What follows belongs to an exercise in optimizing a design on an open flow for small area, a short achievable clock period and few clock cycles per item; a production flow would make more cautious choices.

==> run a: inputs <==
==> flow/design.v <==
package apm_pkg;
  localparam int unsigned DataBits   = 32;
  localparam int unsigned RpmBits    = 30;
  localparam int unsigned CfgIdxBits = 2;
  localparam logic [CfgIdxBits-1:0] CfgDebounce    = 2'd0;
  localparam logic [CfgIdxBits-1:0] CfgStopTimeout = 2'd1;
  localparam logic [CfgIdxBits-1:0] CfgSpeedScale  = 2'd2;
  localparam logic OpPulse = 1'b0;
  localparam logic OpPoll  = 1'b1;
  localparam logic [DataBits-1:0] DebounceReset = 32'd40000;
  localparam logic [DataBits-1:0] StopReset     = 32'd3000000;
  localparam logic [DataBits-1:0] ScaleReset    = 32'd558584000;
  localparam logic [DataBits-1:0] RpmQ4Num = 32'd960000000;
  localparam int unsigned     MphNumBits = 18;
  localparam int unsigned     MphDenBits = 17;
  localparam logic [MphNumBits-1:0] MphNum = 18'd223694;
  localparam logic [MphDenBits-1:0] MphDen = 17'd100000;
  localparam int unsigned     ProdBits     = DataBits + MphNumBits;
  localparam int unsigned     MphDigitBits = 4;
  localparam int unsigned     MphSteps     = (ProdBits + MphDigitBits - 1) / MphDigitBits;
  localparam int unsigned     MphQuotBits  = MphSteps * MphDigitBits;
  localparam int unsigned DivSteps = DataBits;
  localparam int unsigned CntBits  = $clog2(DivSteps);
  localparam int unsigned QueueDepth     = 2;
  localparam int unsigned QueuePtrBits   = $clog2(QueueDepth);
  localparam int unsigned QueueCountBits = $clog2(QueueDepth + 1);
  typedef struct packed {
    logic                operation;
    logic [DataBits-1:0] now_us;
  } in_word_t;
  typedef struct packed {
    logic                pulse_accepted;
    logic [DataBits-1:0] revolutions;
    logic [DataBits-1:0] period_us;
    logic [RpmBits-1:0]  rpm_q4;
    logic [DataBits-1:0] speed_mm_per_s;
    logic [DataBits-1:0] speed_milli_mph;
  } out_word_t;
  typedef struct packed {
    logic                pulse_accepted;
    logic [DataBits-1:0] revolutions;
    logic [DataBits-1:0] period_us;
  } job_t;
endpackage
module anemometer_period_speed_meter_top (
  input  logic                           clk_i,
  input  logic                           rst_ni,
  input  logic                           in_valid_i,
  output logic                           in_ready_o,
  input  apm_pkg::in_word_t              in_word_i,
  output logic                           out_valid_o,
  input  logic                           out_ready_i,
  output apm_pkg::out_word_t             out_word_o,
  input  logic                           cfg_we_i,
  input  logic [apm_pkg::CfgIdxBits-1:0] cfg_index_i,
  input  logic [apm_pkg::DataBits-1:0]   cfg_data_i
);
  localparam logic [31:0] RpmNum = apm_pkg::RpmQ4Num;
  logic [31:0] deb_q, stop_q, scale_q;
  logic        stg_we_q;
  logic [1:0]  stg_idx_q;
  logic [31:0] stg_data_q;
  always_ff @(posedge clk_i or negedge rst_ni) begin
    if (!rst_ni) begin
      stg_we_q <= 1'b0;
    end else begin
      stg_we_q <= cfg_we_i;
    end
  end
  always_ff @(posedge clk_i) begin
    stg_idx_q  <= cfg_index_i;
    stg_data_q <= cfg_data_i;
  end
  always_ff @(posedge clk_i or negedge rst_ni) begin
    if (!rst_ni) begin
      deb_q   <= apm_pkg::DebounceReset;
      stop_q  <= apm_pkg::StopReset;
      scale_q <= apm_pkg::ScaleReset;
    end else if (stg_we_q) begin
      case (stg_idx_q)
        apm_pkg::CfgDebounce:    deb_q   <= stg_data_q;
        apm_pkg::CfgStopTimeout: stop_q  <= stg_data_q;
        apm_pkg::CfgSpeedScale:  scale_q <= stg_data_q;
        default: ;
      endcase
    end
  end
  typedef enum logic [1:0] {
    StIdle,
    StDiv,
    StLast
  } state_e;
  state_e      state_q;
  logic        in_v_q;             
  logic        t_v_q;              
  logic        out_valid_q;
  logic        cache_q;            
  logic [31:0] last_q;
  logic        pulse_q;
  logic [31:0] rev_q, per_q;
  logic [29:0] quo_r_q;            
  logic [31:0] quo_s_q;            
  logic [1:0]  nb_r_q, nb_s_q;     
  logic [31:0] mph_q;
  logic [32:0] rem_r_q, rem_s_q;   
  logic [1:0]  qb_q;               
  logic [16:0] rem_m_q;            
  logic        sat_q;
  logic [4:0]  cnt_q;
  logic        in_rdy_q;
  assign in_ready_o  = in_rdy_q;
  assign out_valid_o = out_valid_q;
  assign out_word_o  = {pulse_q, rev_q, per_q, quo_r_q, quo_s_q, mph_q};
  logic        in_op_q;
  logic [31:0] in_now_q;
  always_ff @(posedge clk_i) begin
    if (in_ready_o) begin
      in_op_q  <= in_word_i.operation;
      in_now_q <= in_word_i.now_us;
    end
  end
  logic [32:0] el_x;
  logic [31:0] elapsed;
  logic        wrap, deb_ok, stop_hit;
  logic [33:0] x_a, x_b, x_d, y_d, x_s, x_c, y_s, y_c, x, y;
  logic [3:0]  el_skip;
  logic        t_deb_q, t_stop_q, t_elz_q;
  logic [3:0]  t_skip_q;
  assign el_x    = {1'b0, in_now_q} - {1'b0, last_q};
  assign elapsed = el_x[31:0];
  assign wrap    = el_x[32];
  assign x_a = {2'b00, in_now_q};
  assign x_b = {2'b11, ~last_q};
  assign x_d = {2'b11, ~deb_q};
  assign y_d = {2'b11, ~stop_q};
  assign x_s = x_a ^ x_b ^ x_d;
  assign x_c = {(x_a[32:0] & x_b[32:0]) | (x_a[32:0] & x_d[32:0]) | (x_b[32:0] & x_d[32:0]), 1'b1};
  assign y_s = x_a ^ x_b ^ y_d;
  assign y_c = {(x_a[32:0] & x_b[32:0]) | (x_a[32:0] & y_d[32:0]) | (x_b[32:0] & y_d[32:0]), 1'b0};
  assign x   = x_s + x_c + 34'd1;
  assign y   = y_s + y_c + 34'd1;
  assign deb_ok   = wrap ? !(x[33] && !x[32]) : !x[33];
  assign stop_hit = wrap ? !(y[33] && !y[32]) : !y[33];
  always_comb begin
    el_skip = '0;
    for (int i = 1; i < 15; i++) if ((elapsed >> (2*i)) != 32'd0) el_skip = 4'(i);
  end
  always_ff @(posedge clk_i) begin
    if (in_v_q) begin
      t_deb_q  <= deb_ok;
      t_stop_q <= stop_hit;
      t_elz_q  <= in_now_q == last_q;
      t_skip_q <= el_skip;
    end
  end
  logic        last_nz, per_nz, pulse_ok, set_per, clr_per, fire, go_div, go_zero;
  logic [3:0]  p_skip_q;           
  assign last_nz  = last_q != '0;
  assign per_nz   = per_q != '0;
  assign pulse_ok = (in_op_q == apm_pkg::OpPulse) && t_deb_q;
  assign set_per  = pulse_ok && last_nz;
  assign clr_per  = (in_op_q == apm_pkg::OpPoll) && last_nz && t_stop_q;
  assign fire     = t_v_q && (state_q == StIdle) && (!out_valid_q || out_ready_i);
  assign go_div   = set_per ? !t_elz_q : (!clr_per && per_nz && !cache_q);
  assign go_zero  = set_per ? t_elz_q : (clr_per || !per_nz);
  always_comb begin
  end
  logic [3:0]  skip;
  logic        num_small;
  logic [31:0] scl, rpm;
  assign skip      = set_per ? t_skip_q : p_skip_q;
  assign num_small = scale_q[31:30] == '0;
  assign scl       = num_small ? {scale_q[29:0], 2'b00} : scale_q;
  assign rpm       = num_small ? {RpmNum[29:0], 2'b00} : RpmNum;
  logic [63:0] num_s, num_r;
  logic [4:0]  cnt_init, nb_idx;
  assign num_s    = {32'b0, scl} << {skip, 1'b0};
  assign num_r    = {32'b0, rpm} << {skip, 1'b0};
  assign cnt_init = {~skip, 1'b1} - {3'b0, num_small, 1'b0};
  assign nb_idx   = (state_q == StIdle) ? {~skip, 1'b1} : cnt_q - 5'd2;
  function automatic logic [33:0] nr_step(input logic [32:0] rem, input logic nb,
                                          input logic [31:0] d);
    logic [33:0] dv;
    dv = rem[32] ? {2'b00, d} : ~{2'b00, d};
    nr_step = {rem, nb} + dv + {33'b0, ~rem[32]};
  endfunction
  logic [33:0] nr_r1, nr_s1, nr_r, nr_s;
  assign nr_r1 = nr_step(rem_r_q, nb_r_q[1], per_q);
  assign nr_s1 = nr_step(rem_s_q, nb_s_q[1], per_q);
  assign nr_r  = nr_step(nr_r1[32:0], nb_r_q[0], per_q);
  assign nr_s  = nr_step(nr_s1[32:0], nb_s_q[0], per_q);
  function automatic logic ge_const(input logic [16:0] x, input logic [16:0] c);
    logic gt, eq;
    gt = 1'b0;
    eq = 1'b1;
    for (int i = 16; i >= 0; i--) begin
      gt = gt | (eq & x[i] & ~c[i]);
      eq = eq & (x[i] == c[i]);
    end
    ge_const = gt | eq;
  endfunction
  function automatic logic [49:0] mph_step(input logic [49:0] st, input logic b);
    logic        sat, ge1, ge2, ge3, s0, ao;
    logic [31:0] y, yn;
    logic [16:0] r, rn;
    logic [17:0] m0;
    logic [2:0]  mv;
    logic [3:0]  mlow;
    logic [28:0] yinc;
    {sat, y, r} = st;
    m0  = {r, 1'b0};
    ge1 = ge_const(r, 17'd50000);    
    ge2 = ge_const(r, 17'd38153);    
    ge3 = ge_const(r, 17'd88153);    
    if (!b) begin
      if (!ge1) begin rn = m0[16:0];                    mv = 3'd0; end
      else      begin rn = 17'(m0 - 18'd100000);        mv = 3'd1; end
    end else begin
      if (!ge2)      begin rn = 17'(m0 + 18'd23694);    mv = 3'd2; end
      else if (!ge3) begin rn = 17'(m0 - 18'd76306);    mv = 3'd3; end
      else           begin rn = 17'(m0 - 18'd176306);   mv = 3'd4; end
    end
    mlow = {1'b0, y[1:0], 1'b0} + {1'b0, mv};
    yinc = y[30:2] + 1'b1;
    s0   = sat | y[31];
    ao   = &y[30:2];
    yn   = {32{s0}} | {(mlow[3] ? (yinc | {29{ao}}) : y[30:2]), (mlow[2:0] | {3{mlow[3] & ao}})};
    mph_step = {s0 | (mlow[3] & ao), yn, rn};
  endfunction
  logic [49:0] mph_st1, mph_st2;
  logic [16:0] rem_m_d;
  logic [31:0] mph_d;
  logic        sat_d;
  assign mph_st1 = mph_step({sat_q, mph_q, rem_m_q}, qb_q[1]);
  assign mph_st2 = mph_step(mph_st1, qb_q[0]);
  assign {sat_d, mph_d, rem_m_d} = mph_st2;
  state_e state_d;
  logic   in_v_d, t_v_d, out_valid_d;
  always_comb begin
    state_d     = state_q;
    in_v_d      = in_rdy_q && in_valid_i;
    t_v_d       = in_v_q || (t_v_q && !fire);
    out_valid_d = out_valid_q && !out_ready_i;
    unique case (state_q)
      StIdle: begin
        if (fire) begin
          if (go_div) state_d = StDiv;
          else        out_valid_d = 1'b1;
        end
      end
      StDiv:   if (cnt_q == 5'd1) state_d = StLast;
      StLast: begin
        out_valid_d = 1'b1;
        state_d     = StIdle;
      end
      default: state_d = StIdle;
    endcase
  end
  always_ff @(posedge clk_i or negedge rst_ni) begin
    if (!rst_ni) begin
      in_rdy_q    <= 1'b1;
      in_v_q      <= 1'b0;
      t_v_q       <= 1'b0;
      state_q     <= StIdle;
      out_valid_q <= 1'b0;
      cache_q     <= 1'b0;
      last_q      <= '0;
      rev_q       <= '0;
      per_q       <= '0;
      p_skip_q    <= '0;
    end else begin
      in_rdy_q    <= !in_v_d && (!t_v_d || (state_d == StIdle && !out_valid_d));
      in_v_q      <= in_v_d;
      t_v_q       <= t_v_d;
      state_q     <= state_d;
      out_valid_q <= out_valid_d;
      if (stg_we_q && stg_idx_q == apm_pkg::CfgSpeedScale) cache_q <= 1'b0;
      if (fire) begin
        if (pulse_ok) begin
          last_q <= in_now_q;
          rev_q  <= rev_q + 1'b1;
        end
        if (set_per) begin
          per_q    <= elapsed;
          p_skip_q <= t_skip_q;
        end else if (clr_per) begin
          per_q    <= '0;
          p_skip_q <= '0;
        end
        if (!go_div && go_zero) cache_q <= 1'b1;
      end
      if (state_q == StLast) cache_q <= 1'b1;
    end
  end
  always_ff @(posedge clk_i) begin
    nb_r_q <= (state_q == StIdle) ? {rpm[nb_idx], rpm[{nb_idx[4:1], 1'b0}]}
                                  : {RpmNum[nb_idx], RpmNum[{nb_idx[4:1], 1'b0}]};
    nb_s_q <= (state_q == StIdle) ? {scl[nb_idx], scl[{nb_idx[4:1], 1'b0}]}
                                  : {scale_q[nb_idx], scale_q[{nb_idx[4:1], 1'b0}]};
  end
  always_ff @(posedge clk_i) begin
    unique case (state_q)
      StIdle: begin
        if (fire) begin
          pulse_q <= pulse_ok;
          rem_r_q <= {1'b0, num_r[63:32]};
          rem_s_q <= {1'b0, num_s[63:32]};
          qb_q    <= 2'b00;
          rem_m_q <= '0;
          sat_q   <= 1'b0;
          cnt_q   <= cnt_init;
          if (go_div || go_zero) begin
            quo_r_q <= '0;
            quo_s_q <= '0;
            mph_q   <= '0;
          end
        end
      end
      StDiv: begin
        rem_r_q <= nr_r[32:0];
        quo_r_q <= {quo_r_q[27:0], ~nr_r1[33], ~nr_r[33]};
        rem_s_q <= nr_s[32:0];
        quo_s_q <= {quo_s_q[29:0], ~nr_s1[33], ~nr_s[33]};
        qb_q    <= {~nr_s1[33], ~nr_s[33]};
        rem_m_q <= rem_m_d;
        sat_q   <= sat_d;
        mph_q   <= mph_d;
        cnt_q   <= cnt_q - 5'd2;
      end
      StLast: begin
        rem_m_q <= rem_m_d;
        sat_q   <= sat_d;
        mph_q   <= mph_d;
      end
      default: ;
    endcase
  end
endmodule
==> flow/run.sh <==
#!/bin/bash
# synth_recipe.tcl (not shown) runs the flow's synth.tcl, then flattens the netlist and writes it again
# the make line also repeats each setting of config.mk as NAME=value (left out here)
make -C /OpenROAD-flow-scripts/flow DESIGN_CONFIG=/design/flow/config.mk WORK_HOME=/design/flow/orfs CLKGATE_MAP_FILE= SYNTH_SCRIPT=/design/flow/synth_recipe.tcl finish
==> flow/config.mk <==
export PLATFORM = sky130hd
export DESIGN_NAME = anemometer_period_speed_meter_top
export DESIGN_NICKNAME = anemometer_period_speed_meter_top
export VERILOG_FILES = /design/flow/design.v
export SDC_FILE = /design/flow/constraint.sdc
export NUM_CORES = 4
export LEC_CHECK = 0
export CAP_MARGIN = 20
export CORE_MARGIN = 2
export CORE_UTILIZATION = 40
export SETUP_SLACK_MARGIN = 3
export SLEW_MARGIN = 20
==> flow/constraint.sdc <==
create_clock -name core_clock -period 9.0 [get_ports {clk_i}]
set_input_delay 1.8000 -clock core_clock [delete_from_list [all_inputs] [get_ports {clk_i}]]
set_output_delay 1.8000 -clock core_clock [all_outputs]
set_load 0.01 [all_outputs]
==> inputs of run b, as changes to run a <==
--- a/flow/design.v
+++ b/flow/design.v
@@ -100,10 +100,10 @@
   logic [31:0] rev_q, per_q;
   logic [29:0] quo_r_q;            
   logic [31:0] quo_s_q;            
-  logic [1:0]  nb_r_q, nb_s_q;     
+  logic        nb_r_q, nb_s_q;     
   logic [31:0] mph_q;
   logic [32:0] rem_r_q, rem_s_q;   
-  logic [1:0]  qb_q;               
+  logic        qb_q;               
   logic [16:0] rem_m_q;            
   logic        sat_q;
   logic [4:0]  cnt_q;
@@ -121,26 +121,22 @@
   end
   logic [32:0] el_x;
   logic [31:0] elapsed;
-  logic        wrap, deb_ok, stop_hit;
-  logic [33:0] x_a, x_b, x_d, y_d, x_s, x_c, y_s, y_c, x, y;
+  logic        wrap, deb_ok;
+  logic [33:0] x_a, x_b, x_d, x_s, x_c, x;
   logic [3:0]  el_skip;
-  logic        t_deb_q, t_stop_q, t_elz_q;
+  logic        t_deb_q, t_elz_q;
   logic [3:0]  t_skip_q;
   assign el_x    = {1'b0, in_now_q} - {1'b0, last_q};
   assign elapsed = el_x[31:0];
   assign wrap    = el_x[32];
   assign x_a = {2'b00, in_now_q};
   assign x_b = {2'b11, ~last_q};
-  assign x_d = {2'b11, ~deb_q};
-  assign y_d = {2'b11, ~stop_q};
+  assign x_d = in_op_q ? {2'b11, ~stop_q} : {2'b11, ~deb_q};
   assign x_s = x_a ^ x_b ^ x_d;
-  assign x_c = {(x_a[32:0] & x_b[32:0]) | (x_a[32:0] & x_d[32:0]) | (x_b[32:0] & x_d[32:0]), 1'b1};
-  assign y_s = x_a ^ x_b ^ y_d;
-  assign y_c = {(x_a[32:0] & x_b[32:0]) | (x_a[32:0] & y_d[32:0]) | (x_b[32:0] & y_d[32:0]), 1'b0};
+  assign x_c = {(x_a[32:0] & x_b[32:0]) | (x_a[32:0] & x_d[32:0]) | (x_b[32:0] & x_d[32:0]),
+                ~in_op_q};
   assign x   = x_s + x_c + 34'd1;
-  assign y   = y_s + y_c + 34'd1;
   assign deb_ok   = wrap ? !(x[33] && !x[32]) : !x[33];
-  assign stop_hit = wrap ? !(y[33] && !y[32]) : !y[33];
   always_comb begin
     el_skip = '0;
     for (int i = 1; i < 15; i++) if ((elapsed >> (2*i)) != 32'd0) el_skip = 4'(i);
@@ -148,7 +144,6 @@
   always_ff @(posedge clk_i) begin
     if (in_v_q) begin
       t_deb_q  <= deb_ok;
-      t_stop_q <= stop_hit;
       t_elz_q  <= in_now_q == last_q;
       t_skip_q <= el_skip;
     end
@@ -159,7 +154,7 @@
   assign per_nz   = per_q != '0;
   assign pulse_ok = (in_op_q == apm_pkg::OpPulse) && t_deb_q;
   assign set_per  = pulse_ok && last_nz;
-  assign clr_per  = (in_op_q == apm_pkg::OpPoll) && last_nz && t_stop_q;
+  assign clr_per  = (in_op_q == apm_pkg::OpPoll) && last_nz && t_deb_q;
   assign fire     = t_v_q && (state_q == StIdle) && (!out_valid_q || out_ready_i);
   assign go_div   = set_per ? !t_elz_q : (!clr_per && per_nz && !cache_q);
   assign go_zero  = set_per ? t_elz_q : (clr_per || !per_nz);
@@ -177,18 +172,22 @@
   assign num_s    = {32'b0, scl} << {skip, 1'b0};
   assign num_r    = {32'b0, rpm} << {skip, 1'b0};
   assign cnt_init = {~skip, 1'b1} - {3'b0, num_small, 1'b0};
-  assign nb_idx   = (state_q == StIdle) ? {~skip, 1'b1} : cnt_q - 5'd2;
-  function automatic logic [33:0] nr_step(input logic [32:0] rem, input logic nb,
-                                          input logic [31:0] d);
-    logic [33:0] dv;
-    dv = rem[32] ? {2'b00, d} : ~{2'b00, d};
-    nr_step = {rem, nb} + dv + {33'b0, ~rem[32]};
-  endfunction
-  logic [33:0] nr_r1, nr_s1, nr_r, nr_s;
-  assign nr_r1 = nr_step(rem_r_q, nb_r_q[1], per_q);
-  assign nr_s1 = nr_step(rem_s_q, nb_s_q[1], per_q);
-  assign nr_r  = nr_step(nr_r1[32:0], nb_r_q[0], per_q);
-  assign nr_s  = nr_step(nr_s1[32:0], nb_s_q[0], per_q);
+  assign nb_idx   = (state_q == StIdle) ? {~skip, 1'b1} : cnt_q - 1'b1;
+  logic [33:0] tr_r, tr_s, dv_r, dv_s, nr_r, nr_s;
+  assign tr_r = {rem_r_q, nb_r_q};
+  assign tr_s = {rem_s_q, nb_s_q};
+  assign dv_r = rem_r_q[32] ? {2'b00, per_q} : ~{2'b00, per_q};
+  assign dv_s = rem_s_q[32] ? {2'b00, per_q} : ~{2'b00, per_q};
+  assign nr_r = tr_r + dv_r + {33'b0, ~rem_r_q[32]};
+  assign nr_s = tr_s + dv_s + {33'b0, ~rem_s_q[32]};
+  logic [17:0] m0;
+  logic [16:0] rem_m_d;
+  logic [2:0]  mv;
+  logic        ge1, ge2, ge3;
+  logic [3:0]  mlow;
+  logic [28:0] yinc;
+  logic [31:0] mph_d;
+  logic        sat_d;
   function automatic logic ge_const(input logic [16:0] x, input logic [16:0] c);
     logic gt, eq;
     gt = 1'b0;
@@ -199,41 +198,28 @@
     end
     ge_const = gt | eq;
   endfunction
-  function automatic logic [49:0] mph_step(input logic [49:0] st, input logic b);
-    logic        sat, ge1, ge2, ge3, s0, ao;
-    logic [31:0] y, yn;
-    logic [16:0] r, rn;
-    logic [17:0] m0;
-    logic [2:0]  mv;
-    logic [3:0]  mlow;
-    logic [28:0] yinc;
-    {sat, y, r} = st;
-    m0  = {r, 1'b0};
-    ge1 = ge_const(r, 17'd50000);    
-    ge2 = ge_const(r, 17'd38153);    
-    ge3 = ge_const(r, 17'd88153);    
-    if (!b) begin
-      if (!ge1) begin rn = m0[16:0];                    mv = 3'd0; end
-      else      begin rn = 17'(m0 - 18'd100000);        mv = 3'd1; end
+  assign m0  = {rem_m_q, 1'b0};
+  assign ge1 = ge_const(rem_m_q, 17'd50000);    
+  assign ge2 = ge_const(rem_m_q, 17'd38153);    
+  assign ge3 = ge_const(rem_m_q, 17'd88153);    
+  always_comb begin
+    if (!qb_q) begin
+      if (!ge1) begin rem_m_d = m0[16:0];                    mv = 3'd0; end
+      else      begin rem_m_d = 17'(m0 - 18'd100000);        mv = 3'd1; end
     end else begin
-      if (!ge2)      begin rn = 17'(m0 + 18'd23694);    mv = 3'd2; end
-      else if (!ge3) begin rn = 17'(m0 - 18'd76306);    mv = 3'd3; end
-      else           begin rn = 17'(m0 - 18'd176306);   mv = 3'd4; end
+      if (!ge2)      begin rem_m_d = 17'(m0 + 18'd23694);    mv = 3'd2; end
+      else if (!ge3) begin rem_m_d = 17'(m0 - 18'd76306);    mv = 3'd3; end
+      else           begin rem_m_d = 17'(m0 - 18'd176306);   mv = 3'd4; end
     end
-    mlow = {1'b0, y[1:0], 1'b0} + {1'b0, mv};
-    yinc = y[30:2] + 1'b1;
-    s0   = sat | y[31];
-    ao   = &y[30:2];
-    yn   = {32{s0}} | {(mlow[3] ? (yinc | {29{ao}}) : y[30:2]), (mlow[2:0] | {3{mlow[3] & ao}})};
-    mph_step = {s0 | (mlow[3] & ao), yn, rn};
-  endfunction
-  logic [49:0] mph_st1, mph_st2;
-  logic [16:0] rem_m_d;
-  logic [31:0] mph_d;
-  logic        sat_d;
-  assign mph_st1 = mph_step({sat_q, mph_q, rem_m_q}, qb_q[1]);
-  assign mph_st2 = mph_step(mph_st1, qb_q[0]);
-  assign {sat_d, mph_d, rem_m_d} = mph_st2;
+  end
+  logic s0, ao;
+  assign mlow  = {1'b0, mph_q[1:0], 1'b0} + {1'b0, mv};
+  assign yinc  = mph_q[30:2] + 1'b1;
+  assign s0    = sat_q | mph_q[31];
+  assign ao    = &mph_q[30:2];
+  assign sat_d = s0 | (mlow[3] & ao);
+  assign mph_d = {32{s0}} |
+                 {(mlow[3] ? (yinc | {29{ao}}) : mph_q[30:2]), (mlow[2:0] | {3{mlow[3] & ao}})};
   state_e state_d;
   logic   in_v_d, t_v_d, out_valid_d;
   always_comb begin
@@ -248,7 +234,7 @@
           else        out_valid_d = 1'b1;
         end
       end
-      StDiv:   if (cnt_q == 5'd1) state_d = StLast;
+      StDiv:   if (cnt_q == '0) state_d = StLast;
       StLast: begin
         out_valid_d = 1'b1;
         state_d     = StIdle;
@@ -293,10 +279,8 @@
     end
   end
   always_ff @(posedge clk_i) begin
-    nb_r_q <= (state_q == StIdle) ? {rpm[nb_idx], rpm[{nb_idx[4:1], 1'b0}]}
-                                  : {RpmNum[nb_idx], RpmNum[{nb_idx[4:1], 1'b0}]};
-    nb_s_q <= (state_q == StIdle) ? {scl[nb_idx], scl[{nb_idx[4:1], 1'b0}]}
-                                  : {scale_q[nb_idx], scale_q[{nb_idx[4:1], 1'b0}]};
+    nb_r_q <= (state_q == StIdle) ? rpm[nb_idx] : RpmNum[nb_idx];
+    nb_s_q <= (state_q == StIdle) ? scl[nb_idx] : scale_q[nb_idx];
   end
   always_ff @(posedge clk_i) begin
     unique case (state_q)
@@ -305,7 +289,7 @@
           pulse_q <= pulse_ok;
           rem_r_q <= {1'b0, num_r[63:32]};
           rem_s_q <= {1'b0, num_s[63:32]};
-          qb_q    <= 2'b00;
+          qb_q    <= 1'b0;
           rem_m_q <= '0;
           sat_q   <= 1'b0;
           cnt_q   <= cnt_init;
@@ -318,14 +302,14 @@
       end
       StDiv: begin
         rem_r_q <= nr_r[32:0];
-        quo_r_q <= {quo_r_q[27:0], ~nr_r1[33], ~nr_r[33]};
+        quo_r_q <= {quo_r_q[28:0], ~nr_r[33]};
         rem_s_q <= nr_s[32:0];
-        quo_s_q <= {quo_s_q[29:0], ~nr_s1[33], ~nr_s[33]};
-        qb_q    <= {~nr_s1[33], ~nr_s[33]};
+        quo_s_q <= {quo_s_q[30:0], ~nr_s[33]};
+        qb_q    <= ~nr_s[33];
         rem_m_q <= rem_m_d;
         sat_q   <= sat_d;
         mph_q   <= mph_d;
-        cnt_q   <= cnt_q - 5'd2;
+        cnt_q   <= cnt_q - 1'b1;
       end
       StLast: begin
         rem_m_q <= rem_m_d;
- CAP_MARGIN: 20 -> 0
- CTS_CLUSTER_DIAMETER: default -> 90
- CTS_CLUSTER_SIZE: default -> 35
- SETUP_SLACK_MARGIN: 3 -> 5
- SLEW_MARGIN: 20 -> 0
==> summary.txt <==
- The layout-stage area growth over the synthesis result is 18.69%.
- Cells with a size suffix above 1 make up 12.63% of the layout.
- The share of the final layout cell area in multi-input gates is 45.68%.
- The CTS clock-pin slew for the worst setup and hold paths is 0.11 ns.
- The xor/xnor cell area share of the yosys netlist is 6.714%.
- The width of the die is 269.5 um.
- The share of the final layout cell area in sequential cells is 37.52%.
- In this run, distinct cell masters in the synthesized netlist total 98.
- The worst path meets setup with 5.068 ns of slack.
- The run finished with no timing, DRC or antenna violations.
- Summing over every cut layer, the via total after detailed routing is 22050.
- The die is 269.5 um tall.
- The sink count of the clock tree is 463.
- The total length of routed met3 wires is 3.862 mm.
- The termination of the worst setup path is t_skip_q[3]$_SDFFCE_PP1P_.
- After synthesis the netlist holds a flip-flop and latch count of 463.
- The synthesized-area fraction occupied by ao, oa, aoi and oai cells is 16.31%.
[end of results for run b]
==> summary.txt <==
- The run finished with no timing, DRC or antenna violations.
- The sink count of the clock tree is 466.
- Setup slack on the critical path of the routed design comes to 3.019 ns.
- The multi-input logic area is 22340 um2.
- The number of unique standard cell types used by synthesis is 116.
- The post-detailed-route via-to-cell ratio is 5.689.
- The post-synthesis register bit count is 466.
- The share of post-route cells with drive strength above 1 is 12.46%.
- From synthesis to final layout, the design area changed by 19.33%.
- Global routing used 2.727% of the available met3 tracks.
- The share of the final layout cell area in multi-input gates is 52.30%.
- The total length of routed met3 wires is 6.012 mm.
- The floorplan step set the die height to 303.1 um.
- Across all layers, the routed design uses 29920 vias.
- Summing the areas of all xor and xnor instances in the mapped netlist gives 8.810% of the synthesized area.
- The width of the die is 303.1 um.
- The termination of the worst setup path is rem_r_q[32]$_SDFFCE_PN0P_.
- The share of the final layout cell area in sequential cells is 29.60%.
[end of results for run a]
Function was not checked in any run of this note: the RTL went through the layout flow alone.

-- separate check: timing with driven ports --
The results above use ideal ports. As a check the final layouts listed here were re-extracted and re-timed, cells and wires unchanged. Step 1 assumes that a clkbuf_16 drives the clock port and a buf_2 every other input. Step 2, shift: input delay + t, output delay - t, t = (earliest + latest rising clock arrival at the registers) / 2. This alone moves slack from input paths to output paths. Three values: ideal ports, drivers, drivers and shift; two values: the first two.
run	t, ns	setup slack, ns	worst hold slack (ns)
run a	0.701	3.019 / 3.019 / 3.019	0.465 / 0.465 / 0.465
run b	0.672	5.068 / 5.058 / 4.502	0.494 / 0.494 / 0.494
After both steps every run listed still meets setup and hold. For run b, which loses most, drivers alone change the setup slack by -0.010 ns; drivers and shift together by -0.566 ns.
